This design comes from an exercise in tuning for a short achievable clock period and few clock cycles on the open sky130 flow, not from production work. At most, simulation tests tie the RTL to the original design; equivalence was not proved. Power and IR drop assume default switching activity.

==> inputs of run Z <==
Design color_key_sprite_run_encoder, start of the top module:
module color_key_sprite_run_encoder
#(
  parameter int MAX_WIDTH  = cksre_pkg::DEF_MAX_WIDTH,
  parameter int MAX_HEIGHT = cksre_pkg::DEF_MAX_HEIGHT
) (
  input  logic                  clk,
  input  logic                  rst,
  input  logic                  cfg_valid,
  output logic                  cfg_ready,
  input  logic [cksre_pkg::CFG_IDX_W-1:0]  cfg_index,
  input  logic [cksre_pkg::CFG_DATA_W-1:0] cfg_data,
  input  logic                  in_valid,
  output logic                  in_ready,
  input  logic [cksre_pkg::PIX_W-1:0]      pixel,
  output logic                  out_valid,
  input  logic                  out_ready,
  output logic [cksre_pkg::KIND_W-1:0]     word_kind,
  output logic [cksre_pkg::VALUE_W-1:0]    word_value,
  output logic                  row_empty,
  output logic [cksre_pkg::ROW_OUT_W-1:0]  row_number,
  output logic                  last_of_burst
);
clock: 5.0 ns
lec_check: 0
abc_clock_period_in_ps: 1500
cap_margin: 20
core_margin: 2
core_utilization: 55
cts_cluster_diameter: 60
cts_cluster_size: 24
setup_slack_margin: 3.0
slew_margin: 20
tns_end_percent: 100
run.sh (not shown) runs the stock make flow with config.mk's settings and CLKGATE_MAP_FILE= SYNTH_SCRIPT=/design/flow/synth_recipe.tcl, a recipe that flattens the netlist after the stock synthesis.
==> run B (differences from run Z) <==
--- a/flow/design.v
+++ b/flow/design.v
@@ -37,45 +37,37 @@
     logic run_nonzero;
     logic last_pix;
     logic out_free;
   } sts_t;
 endpackage
 module cksre_ram #(
   parameter int WIDTH = 16,
-  parameter int DEPTH = 32
+  parameter int DEPTH = 32,
+  parameter int ADDR_W = (DEPTH > 1) ? $clog2(DEPTH) : 1
 ) (
   input  logic              clk,
   input  logic              wr_en,
-  input  logic [DEPTH-1:0]  wr_sel,
+  input  logic [ADDR_W-1:0] wr_addr,
   input  logic [WIDTH-1:0]  wr_data,
-  input  logic [DEPTH-1:0]  rd_sel0,
-  output logic [WIDTH-1:0]  rd_data0,
-  input  logic [DEPTH-1:0]  rd_sel1,
-  output logic [WIDTH-1:0]  rd_data1
+  input  logic [ADDR_W-1:0] rd_addr,
+  output logic [WIDTH-1:0]  rd_data
 );
   logic [WIDTH-1:0] mem [DEPTH];
   always_ff @(posedge clk) begin
-    for (int i = 0; i < DEPTH; i++) begin
-      if (wr_en && wr_sel[i]) mem[i] <= wr_data;
-    end
-  end
-  always_comb begin
-    rd_data0 = '0;
-    rd_data1 = '0;
-    for (int i = 0; i < DEPTH; i++) begin
-      rd_data0 = rd_data0 | (mem[i] & {WIDTH{rd_sel0[i]}});
-      rd_data1 = rd_data1 | (mem[i] & {WIDTH{rd_sel1[i]}});
+    if (wr_en) begin
+      mem[wr_addr] <= wr_data;
     end
   end
+  assign rd_data = mem[rd_addr];
 endmodule
 module cksre_ctrl
 #(
-  parameter int PX_DEPTH = 40,
-  parameter int EV_DEPTH = 16,
-  parameter int MARGIN   = 7
+  parameter int PX_DEPTH = 64,
+  parameter int EV_DEPTH = 32,
+  parameter int MARGIN   = 6
 ) (
   input  logic        clk,
   input  logic        rst,
   input  logic        rstq,
   input  logic        px_v,
   input  logic [15:0] px_d,
   input  logic        ev_v,
@@ -92,71 +84,47 @@
   output logic        row_empty,
   output logic [9:0]  row_number,
   output logic        last_of_burst
 );
   localparam int PA = $clog2(PX_DEPTH);
   localparam int EA = $clog2(EV_DEPTH);
   localparam int EVW = 1 + 6 + 5 + 1 + 1;
-  logic [PX_DEPTH-1:0] pwp, prp, prp1;
-  logic                pop_px_d;
-  logic [PA:0]         pcnt;
-  logic [15:0]   prd0, prd1, p_head;
+  logic [PA-1:0] pwp, prp;
+  logic [PA:0]   pcnt;
+  logic [15:0]   prd;
   logic          pop_px;
   cksre_ram #(.WIDTH(16), .DEPTH(PX_DEPTH)) u_pf (
-    .clk(clk), .wr_en(px_v), .wr_sel(pwp), .wr_data(px_d),
-    .rd_sel0(prp), .rd_data0(prd0), .rd_sel1(prp1), .rd_data1(prd1)
+    .clk(clk), .wr_en(px_v), .wr_addr(pwp), .wr_data(px_d), .rd_addr(prp), .rd_data(prd)
   );
-  logic [EV_DEPTH-1:0] ewp, erp, erp1;
-  logic [EA:0]         ecnt;
-  logic                ev_v_d, ev_avail;
-  logic [EVW-1:0] ewd, erd0, erd1, e_head;
+  logic [EA-1:0]  ewp, erp;
+  logic [EA:0]    ecnt;
+  logic [EVW-1:0] ewd, erd;
   logic           pop_ev;
   logic           e_run, e_row, e_tot;
   logic [5:0]     e_len;
   logic [4:0]     e_col;
   assign ewd = {ev_run, ev_len, ev_col, ev_row, ev_tot};
-  assign {e_run, e_len, e_col, e_row, e_tot} = e_head;
+  assign {e_run, e_len, e_col, e_row, e_tot} = erd;
   cksre_ram #(.WIDTH(EVW), .DEPTH(EV_DEPTH)) u_ef (
-    .clk(clk), .wr_en(ev_v), .wr_sel(ewp), .wr_data(ewd),
-    .rd_sel0(erp), .rd_data0(erd0), .rd_sel1(erp1), .rd_data1(erd1)
+    .clk(clk), .wr_en(ev_v), .wr_addr(ewp), .wr_data(ewd), .rd_addr(erp), .rd_data(erd)
   );
-  logic [EA:0] ecnt_up, ecnt_dn;
-  assign ecnt_up = ecnt + 1'b1;
-  assign ecnt_dn = ecnt - 1'b1;
   always_ff @(posedge clk) begin
     if (rstq) begin
-      pwp <= PX_DEPTH'(1); prp <= PX_DEPTH'(1); prp1 <= PX_DEPTH'(2); pcnt <= '0; pop_px_d <= 1'b0;
-      ewp <= EV_DEPTH'(1); erp <= EV_DEPTH'(1); erp1 <= EV_DEPTH'(2); ecnt <= '0; ev_v_d <= 1'b0; ev_avail <= 1'b0;
+      pwp <= '0; prp <= '0; pcnt <= '0;
+      ewp <= '0; erp <= '0; ecnt <= '0;
       in_ready <= 1'b0;
     end else begin
-      if (px_v) pwp <= {pwp[PX_DEPTH-2:0], pwp[PX_DEPTH-1]};
-      if (pop_px) begin
-        prp  <= {prp[PX_DEPTH-2:0], prp[PX_DEPTH-1]};
-        prp1 <= {prp1[PX_DEPTH-2:0], prp1[PX_DEPTH-1]};
-      end
-      pop_px_d <= pop_px;
-      pcnt <= pcnt + {{PA{1'b0}}, px_v} - {{PA{1'b0}}, pop_px_d};
-      if (ev_v) ewp <= {ewp[EV_DEPTH-2:0], ewp[EV_DEPTH-1]};
-      if (pop_ev) begin
-        erp  <= {erp[EV_DEPTH-2:0], erp[EV_DEPTH-1]};
-        erp1 <= {erp1[EV_DEPTH-2:0], erp1[EV_DEPTH-1]};
-      end
-      ev_v_d <= ev_v;
-      if (ev_v_d && !pop_ev) begin
-        ecnt     <= ecnt_up;
-        ev_avail <= 1'b1;
-      end
-      if (!ev_v_d && pop_ev) begin
-        ecnt     <= ecnt_dn;
-        ev_avail <= (ecnt != (EA+1)'(1));
-      end
+      if (px_v) pwp <= pwp + 1'b1;
+      if (pop_px) prp <= prp + 1'b1;
+      pcnt <= pcnt + {{PA{1'b0}}, px_v} - {{PA{1'b0}}, pop_px};
+      if (ev_v) ewp <= ewp + 1'b1;
+      if (pop_ev) erp <= erp + 1'b1;
+      ecnt <= ecnt + {{EA{1'b0}}, ev_v} - {{EA{1'b0}}, pop_ev};
       in_ready <= (pcnt <= (PA+1)'(PX_DEPTH - MARGIN)) && (ecnt <= (EA+1)'(EV_DEPTH - MARGIN));
     end
-    p_head <= pop_px ? prd1 : prd0;
-    e_head <= pop_ev ? erd1 : erd0;
   end
   logic        g_busy;
   logic        ph_len, ph_col, ph_pix, ph_row, ph_tot;
   logic [5:0]  cnt;
   logic        cnt1;
   logic        c_row, c_tot;
   logic [5:0]  c_len;
@@ -164,44 +132,46 @@
   logic [15:0] g_idx;
   logic [9:0]  g_rownum;
   logic [15:0] g_first;
   logic        g_has;
   logic        g_fire, g_last, load;
   logic [2:0]  g_kind;
   logic [15:0] g_value;
-  logic [30:0] g_word;
-  logic        sk_v;
-  logic [30:0] sk_word;
-  logic        o_free;
+  logic        ev_avail;
+  logic [1:0]  wwp, wrp;
+  logic [2:0]  wcnt;
+  logic        w_full;
+  logic [30:0] wf [4];
+  logic        o_free, o_pop;
+  assign ev_avail = (ecnt != '0);
   assign g_last = (ph_pix && cnt1 && !c_row) || (ph_row && !c_tot) || ph_tot;
-  assign g_fire = g_busy && !sk_v;
+  assign g_fire = g_busy && !w_full;
   assign load   = ev_avail && (!g_busy || (g_fire && g_last));
   assign pop_ev = load;
   assign pop_px = g_fire && ph_pix;
   always_comb begin
     g_kind  = cksre_pkg::KIND_LEN;
     g_value = 16'({10'd0, c_len});
     if (ph_col) begin
       g_kind  = cksre_pkg::KIND_COL;
       g_value = 16'({11'd0, c_col});
     end
     if (ph_pix) begin
       g_kind  = cksre_pkg::KIND_PIX;
-      g_value = p_head;
+      g_value = prd;
     end
     if (ph_row) begin
       g_kind  = cksre_pkg::KIND_ROW;
       g_value = g_first;
     end
     if (ph_tot) begin
       g_kind  = cksre_pkg::KIND_TOTAL;
       g_value = g_idx;
     end
   end
-  assign g_word = {g_kind, g_value, ph_row && !g_has, ph_row ? g_rownum : 10'd0, g_last};
   always_ff @(posedge clk) begin
     if (rstq) begin
       g_busy <= 1'b0;
       ph_len <= 1'b0; ph_col <= 1'b0; ph_pix <= 1'b0; ph_row <= 1'b0; ph_tot <= 1'b0;
     end else if (load) begin
       g_busy <= 1'b1;
       ph_len <= e_run;
@@ -254,32 +224,36 @@
       end
       if (ph_tot) begin
         g_rownum <= '0;
       end
     end
   end
   assign o_free = !out_valid || out_ready;
+  assign o_pop  = o_free && (wcnt != 3'd0);
   always_ff @(posedge clk) begin
-    if (rst || rstq) begin
-      out_valid <= 1'b0;
-    end else if (o_free) begin
-      out_valid <= sk_v || g_fire;
+    if (g_fire) begin
+      wf[wwp] <= {g_kind, g_value, ph_row && !g_has, ph_row ? g_rownum : 10'd0, g_last};
     end
     if (rstq) begin
-      sk_v <= 1'b0;
-    end else if (o_free) begin
-      sk_v <= 1'b0;
-    end else if (g_fire) begin
-      sk_v <= 1'b1;
+      wwp <= '0; wrp <= '0; wcnt <= '0; w_full <= 1'b0;
+    end else begin
+      if (g_fire) wwp <= wwp + 2'd1;
+      if (o_pop) wrp <= wrp + 2'd1;
+      wcnt   <= wcnt + {2'd0, g_fire} - {2'd0, o_pop};
+      w_full <= (wcnt + {2'd0, g_fire} - {2'd0, o_pop}) == 3'd4;
     end
-    if (g_fire && !o_free) begin
-      sk_word <= g_word;
+  end
+  always_ff @(posedge clk) begin
+    if (rst || rstq) begin
+      out_valid <= 1'b0;
+    end else if (o_free) begin
+      out_valid <= (wcnt != 3'd0);
     end
-    if (o_free) begin
-      {word_kind, word_value, row_empty, row_number, last_of_burst} <= sk_v ? sk_word : g_word;
+    if (o_pop) begin
+      {word_kind, word_value, row_empty, row_number, last_of_burst} <= wf[wrp];
     end
   end
 endmodule
 module cksre_dp
 #(
   parameter int MAX_WIDTH  = cksre_pkg::DEF_MAX_WIDTH,
   parameter int MAX_HEIGHT = cksre_pkg::DEF_MAX_HEIGHT
@@ -311,16 +285,16 @@
     s0_pix   <= pixel;
     s0_cdata <= cfg_data;
     s0_cidx  <= cfg_index;
   end
   logic [15:0] key;
   logic        s1_pv, s1_opq, s1_cw, s1_ch;
   logic [15:0] s1_pix;
-  logic [4:0]  s1_wl, s1_wlm1;
-  logic [9:0]  s1_hl, s1_hlm1;
+  logic [4:0]  s1_wl;
+  logic [9:0]  s1_hl;
   logic [5:0]  cw;
   logic [10:0] ch;
   assign cw = s0_cdata[5:0];
   assign ch = s0_cdata[10:0];
   always_ff @(posedge clk) begin
     if (rstq) begin
       key   <= cksre_pkg::KEY_RESET;
@@ -331,23 +305,23 @@
       if (s0_cv && s0_cidx == cksre_pkg::REG_KEY) key <= s0_cdata;
       s1_pv <= s0_pv;
       s1_cw <= s0_cv && s0_cidx == cksre_pkg::REG_WIDTH;
       s1_ch <= s0_cv && s0_cidx == cksre_pkg::REG_HEIGHT;
     end
     s1_opq <= (s0_pix != key);
     s1_pix <= s0_pix;
-    if (cw == 6'd0)        begin s1_wl <= 5'd0;  s1_wlm1 <= 5'd0;  end
-    else if (cw >= 6'd32)  begin s1_wl <= 5'd31; s1_wlm1 <= 5'd30; end
-    else                   begin s1_wl <= 5'(cw - 6'd1); s1_wlm1 <= 5'(cw - 6'd2); end
-    if (ch == 11'd0)         begin s1_hl <= 10'd0;    s1_hlm1 <= 10'd0;    end
-    else if (ch >= 11'd1024) begin s1_hl <= 10'd1023; s1_hlm1 <= 10'd1022; end
-    else                     begin s1_hl <= 10'(ch - 11'd1); s1_hlm1 <= 10'(ch - 11'd2); end
+    if (cw == 6'd0)        s1_wl <= 5'd0;
+    else if (cw >= 6'd32)  s1_wl <= 5'd31;
+    else                   s1_wl <= 5'(cw - 6'd1);
+    if (ch == 11'd0)         s1_hl <= 10'd0;
+    else if (ch >= 11'd1024) s1_hl <= 10'd1023;
+    else                     s1_hl <= 10'(ch - 11'd1);
   end
-  logic [4:0]  wl, wlm1;
-  logic [9:0]  hl, hlm1;
+  logic [4:0]  wl;
+  logic [9:0]  hl;
   logic [4:0]  col;
   logic [9:0]  row;
   logic        at_re, at_lr;
   logic        run_open;
   logic [5:0]  run_len;
   logic [4:0]  run_col;
   logic        re, se, opq, start, flush;
@@ -359,55 +333,51 @@
   assign start  = opq && !run_open;
   assign flush  = opq ? re : run_open;
   assign col_p1 = {1'b0, col} + 6'd1;
   assign row_p1 = {1'b0, row} + 11'd1;
   always_ff @(posedge clk) begin
     if (rstq) begin
       wl        <= 5'd31;
-      wlm1      <= 5'd30;
       hl        <= 10'd1023;
-      hlm1      <= 10'd1022;
       col       <= '0;
       row       <= '0;
       at_re     <= 1'b0;
       at_lr     <= 1'b0;
       run_open  <= 1'b0;
       run_len   <= '0;
       run_col   <= '0;
       px_v      <= 1'b0;
       ev_v      <= 1'b0;
     end else begin
       px_v <= s1_pv && opq;
       ev_v <= s1_pv && (flush || re);
       if (s1_cw) begin
         wl    <= s1_wl;
-        wlm1  <= s1_wlm1;
         at_re <= (col >= s1_wl);
       end
       if (s1_ch) begin
         hl    <= s1_hl;
-        hlm1  <= s1_hlm1;
         at_lr <= (row >= s1_hl);
       end
       if (s1_pv) begin
         if (re) begin
           col      <= '0;
           at_re    <= (wl == 5'd0);
           run_open <= 1'b0;
           run_len  <= '0;
           if (se) begin
             row   <= '0;
             at_lr <= (hl == 10'd0);
           end else begin
             row   <= row_p1[9:0];
-            at_lr <= (row >= hlm1);
+            at_lr <= (row_p1 >= {1'b0, hl});
           end
         end else begin
           col      <= col_p1[4:0];
-          at_re    <= (col >= wlm1);
+          at_re    <= (col_p1 >= {1'b0, wl});
           run_open <= opq;
           run_len  <= opq ? run_len + 6'd1 : 6'd0;
         end
         if (start) run_col <= col;
       end
     end
     px_d      <= s1_pix;
Settings changed: CORE_UTILIZATION 55 to 40, CTS_CLUSTER_DIAMETER 60 to not set, CTS_CLUSTER_SIZE 24 to not set.
==> run D (differences from run Z) <==
--- a/flow/design.v
+++ b/flow/design.v
@@ -37,29 +37,30 @@
     logic run_nonzero;
     logic last_pix;
     logic out_free;
   } sts_t;
 endpackage
 module cksre_ram #(
   parameter int WIDTH = 16,
-  parameter int DEPTH = 32
+  parameter int DEPTH = 32,
+  parameter int ADDR_W = (DEPTH > 1) ? $clog2(DEPTH) : 1
 ) (
   input  logic              clk,
   input  logic              wr_en,
-  input  logic [DEPTH-1:0]  wr_sel,
+  input  logic [ADDR_W-1:0] wr_addr,
   input  logic [WIDTH-1:0]  wr_data,
   input  logic [DEPTH-1:0]  rd_sel0,
   output logic [WIDTH-1:0]  rd_data0,
   input  logic [DEPTH-1:0]  rd_sel1,
   output logic [WIDTH-1:0]  rd_data1
 );
   logic [WIDTH-1:0] mem [DEPTH];
   always_ff @(posedge clk) begin
-    for (int i = 0; i < DEPTH; i++) begin
-      if (wr_en && wr_sel[i]) mem[i] <= wr_data;
+    if (wr_en) begin
+      mem[wr_addr] <= wr_data;
     end
   end
   always_comb begin
     rd_data0 = '0;
     rd_data1 = '0;
     for (int i = 0; i < DEPTH; i++) begin
       rd_data0 = rd_data0 | (mem[i] & {WIDTH{rd_sel0[i]}});
@@ -92,58 +93,58 @@
   output logic        row_empty,
   output logic [9:0]  row_number,
   output logic        last_of_burst
 );
   localparam int PA = $clog2(PX_DEPTH);
   localparam int EA = $clog2(EV_DEPTH);
   localparam int EVW = 1 + 6 + 5 + 1 + 1;
-  logic [PX_DEPTH-1:0] pwp, prp, prp1;
-  logic                pop_px_d;
+  logic [PA-1:0]       pwp;
+  logic [PX_DEPTH-1:0] prp, prp1;
   logic [PA:0]         pcnt;
   logic [15:0]   prd0, prd1, p_head;
   logic          pop_px;
   cksre_ram #(.WIDTH(16), .DEPTH(PX_DEPTH)) u_pf (
-    .clk(clk), .wr_en(px_v), .wr_sel(pwp), .wr_data(px_d),
+    .clk(clk), .wr_en(px_v), .wr_addr(pwp), .wr_data(px_d),
     .rd_sel0(prp), .rd_data0(prd0), .rd_sel1(prp1), .rd_data1(prd1)
   );
-  logic [EV_DEPTH-1:0] ewp, erp, erp1;
+  logic [EA-1:0]       ewp;
+  logic [EV_DEPTH-1:0] erp, erp1;
   logic [EA:0]         ecnt;
   logic                ev_v_d, ev_avail;
   logic [EVW-1:0] ewd, erd0, erd1, e_head;
   logic           pop_ev;
   logic           e_run, e_row, e_tot;
   logic [5:0]     e_len;
   logic [4:0]     e_col;
   assign ewd = {ev_run, ev_len, ev_col, ev_row, ev_tot};
   assign {e_run, e_len, e_col, e_row, e_tot} = e_head;
   cksre_ram #(.WIDTH(EVW), .DEPTH(EV_DEPTH)) u_ef (
-    .clk(clk), .wr_en(ev_v), .wr_sel(ewp), .wr_data(ewd),
+    .clk(clk), .wr_en(ev_v), .wr_addr(ewp), .wr_data(ewd),
     .rd_sel0(erp), .rd_data0(erd0), .rd_sel1(erp1), .rd_data1(erd1)
   );
+  assign prp1 = {prp[PX_DEPTH-2:0], prp[PX_DEPTH-1]};
+  assign erp1 = {erp[EV_DEPTH-2:0], erp[EV_DEPTH-1]};
+  logic [PA:0] pcnt_up, pcnt_dn;
   logic [EA:0] ecnt_up, ecnt_dn;
+  assign pcnt_up = pcnt + 1'b1;
+  assign pcnt_dn = pcnt - 1'b1;
   assign ecnt_up = ecnt + 1'b1;
   assign ecnt_dn = ecnt - 1'b1;
   always_ff @(posedge clk) begin
     if (rstq) begin
-      pwp <= PX_DEPTH'(1); prp <= PX_DEPTH'(1); prp1 <= PX_DEPTH'(2); pcnt <= '0; pop_px_d <= 1'b0;
-      ewp <= EV_DEPTH'(1); erp <= EV_DEPTH'(1); erp1 <= EV_DEPTH'(2); ecnt <= '0; ev_v_d <= 1'b0; ev_avail <= 1'b0;
+      pwp <= '0; prp <= PX_DEPTH'(1); pcnt <= '0;
+      ewp <= '0; erp <= EV_DEPTH'(1); ecnt <= '0; ev_v_d <= 1'b0; ev_avail <= 1'b0;
       in_ready <= 1'b0;
     end else begin
-      if (px_v) pwp <= {pwp[PX_DEPTH-2:0], pwp[PX_DEPTH-1]};
-      if (pop_px) begin
-        prp  <= {prp[PX_DEPTH-2:0], prp[PX_DEPTH-1]};
-        prp1 <= {prp1[PX_DEPTH-2:0], prp1[PX_DEPTH-1]};
-      end
-      pop_px_d <= pop_px;
-      pcnt <= pcnt + {{PA{1'b0}}, px_v} - {{PA{1'b0}}, pop_px_d};
-      if (ev_v) ewp <= {ewp[EV_DEPTH-2:0], ewp[EV_DEPTH-1]};
-      if (pop_ev) begin
-        erp  <= {erp[EV_DEPTH-2:0], erp[EV_DEPTH-1]};
-        erp1 <= {erp1[EV_DEPTH-2:0], erp1[EV_DEPTH-1]};
-      end
+      if (px_v) pwp <= (pwp == PA'(PX_DEPTH - 1)) ? '0 : pwp + 1'b1;
+      if (pop_px) prp <= prp1;
+      if (px_v && !pop_px) pcnt <= pcnt_up;
+      if (!px_v && pop_px) pcnt <= pcnt_dn;
+      if (ev_v) ewp <= (ewp == EA'(EV_DEPTH - 1)) ? '0 : ewp + 1'b1;
+      if (pop_ev) erp <= erp1;
       ev_v_d <= ev_v;
       if (ev_v_d && !pop_ev) begin
         ecnt     <= ecnt_up;
         ev_avail <= 1'b1;
       end
       if (!ev_v_d && pop_ev) begin
         ecnt     <= ecnt_dn;
Settings changed: CORE_UTILIZATION 55 to 60, CTS_CLUSTER_DIAMETER 60 to 80, CTS_CLUSTER_SIZE 24 to 30.
==> results.txt <==
CP max stage delay 0.44 ns; met1 usage 0.533; Nets 4360; vias in the first global route 39080; number of synthesized flops with an enable pin 946; multiplexer share of the synthesized area 0.0132; status complete, no violations; syn_nets 4368; Sequential Power Share 0.550; Vert. Die Dim 321 um; fin util 0.625; PwrDens 369 nW/um^2; pre-CTS setup slack 1.94 ns; drt first-iter violations 8920; seq pwr 12.7 mW; # clock sinks 1405; RePlAce Congestion 0.961; Clock net power 9.80 mW
the above is filed under run Z

==> results.txt <==
Clock net power 5.82 mW; Nets 4000; RePlAce Congestion 0.984; vias in the first global route 37728; status complete, no violations; met1 usage 0.522; Sequential Power Share 0.652; PwrDens 313 nW/um^2; seq pwr 11.8 mW; pre-CTS setup slack 1.98 ns; fin util 0.668
the above is filed under run D

==> results.txt <==
RePlAce Congestion 0.818; pre-CTS setup slack 1.29 ns; fin util 0.485; met1 usage 0.276; Vert. Die Dim 433 um; Nets 4444; vias in the first global route 37835; status complete, no violations; drt first-iter violations 4315; # clock sinks 1916; CP max stage delay 0.57 ns
the above is filed under run B

Testbench counts of run D, summed over its fixed seeds: cycles 50,766.
The RTL of run Z and run B was laid out without a check of its function.

## port drivers added, routing unchanged
In the flow no input, the clock included, has a driving cell. The finished layouts below were timed again as built, in two steps.
Step 1, drivers: a clkbuf_16 drives clk and a buf_2 each remaining input, both assumed.
Step 2 also shifts input and output timing later by t, the mid clock arrival at the registers, as if the neighbouring blocks saw the same clock.
Three values: no drivers, after step 1, after step 2; two values: the first two.
run | t, ns | setup slack, ns | slew at the worst register clock pin (ns) | pins driven straight from the clock port
run Z | 0.810 | 2.678 / 2.607 / 2.449 | 0.09 / 0.09 | 1
run B | 0.892 | 2.075 / 2.075 / 1.990 | 0.06 / 0.06 | 1
run D | 0.742 | 2.681 / 2.646 / 2.480 | 0.12 / 0.12 | 1
After both steps every run listed still meets setup and hold. For run Z, which loses most, drivers alone change the setup slack by -0.071 ns; drivers and shift together by -0.229 ns.
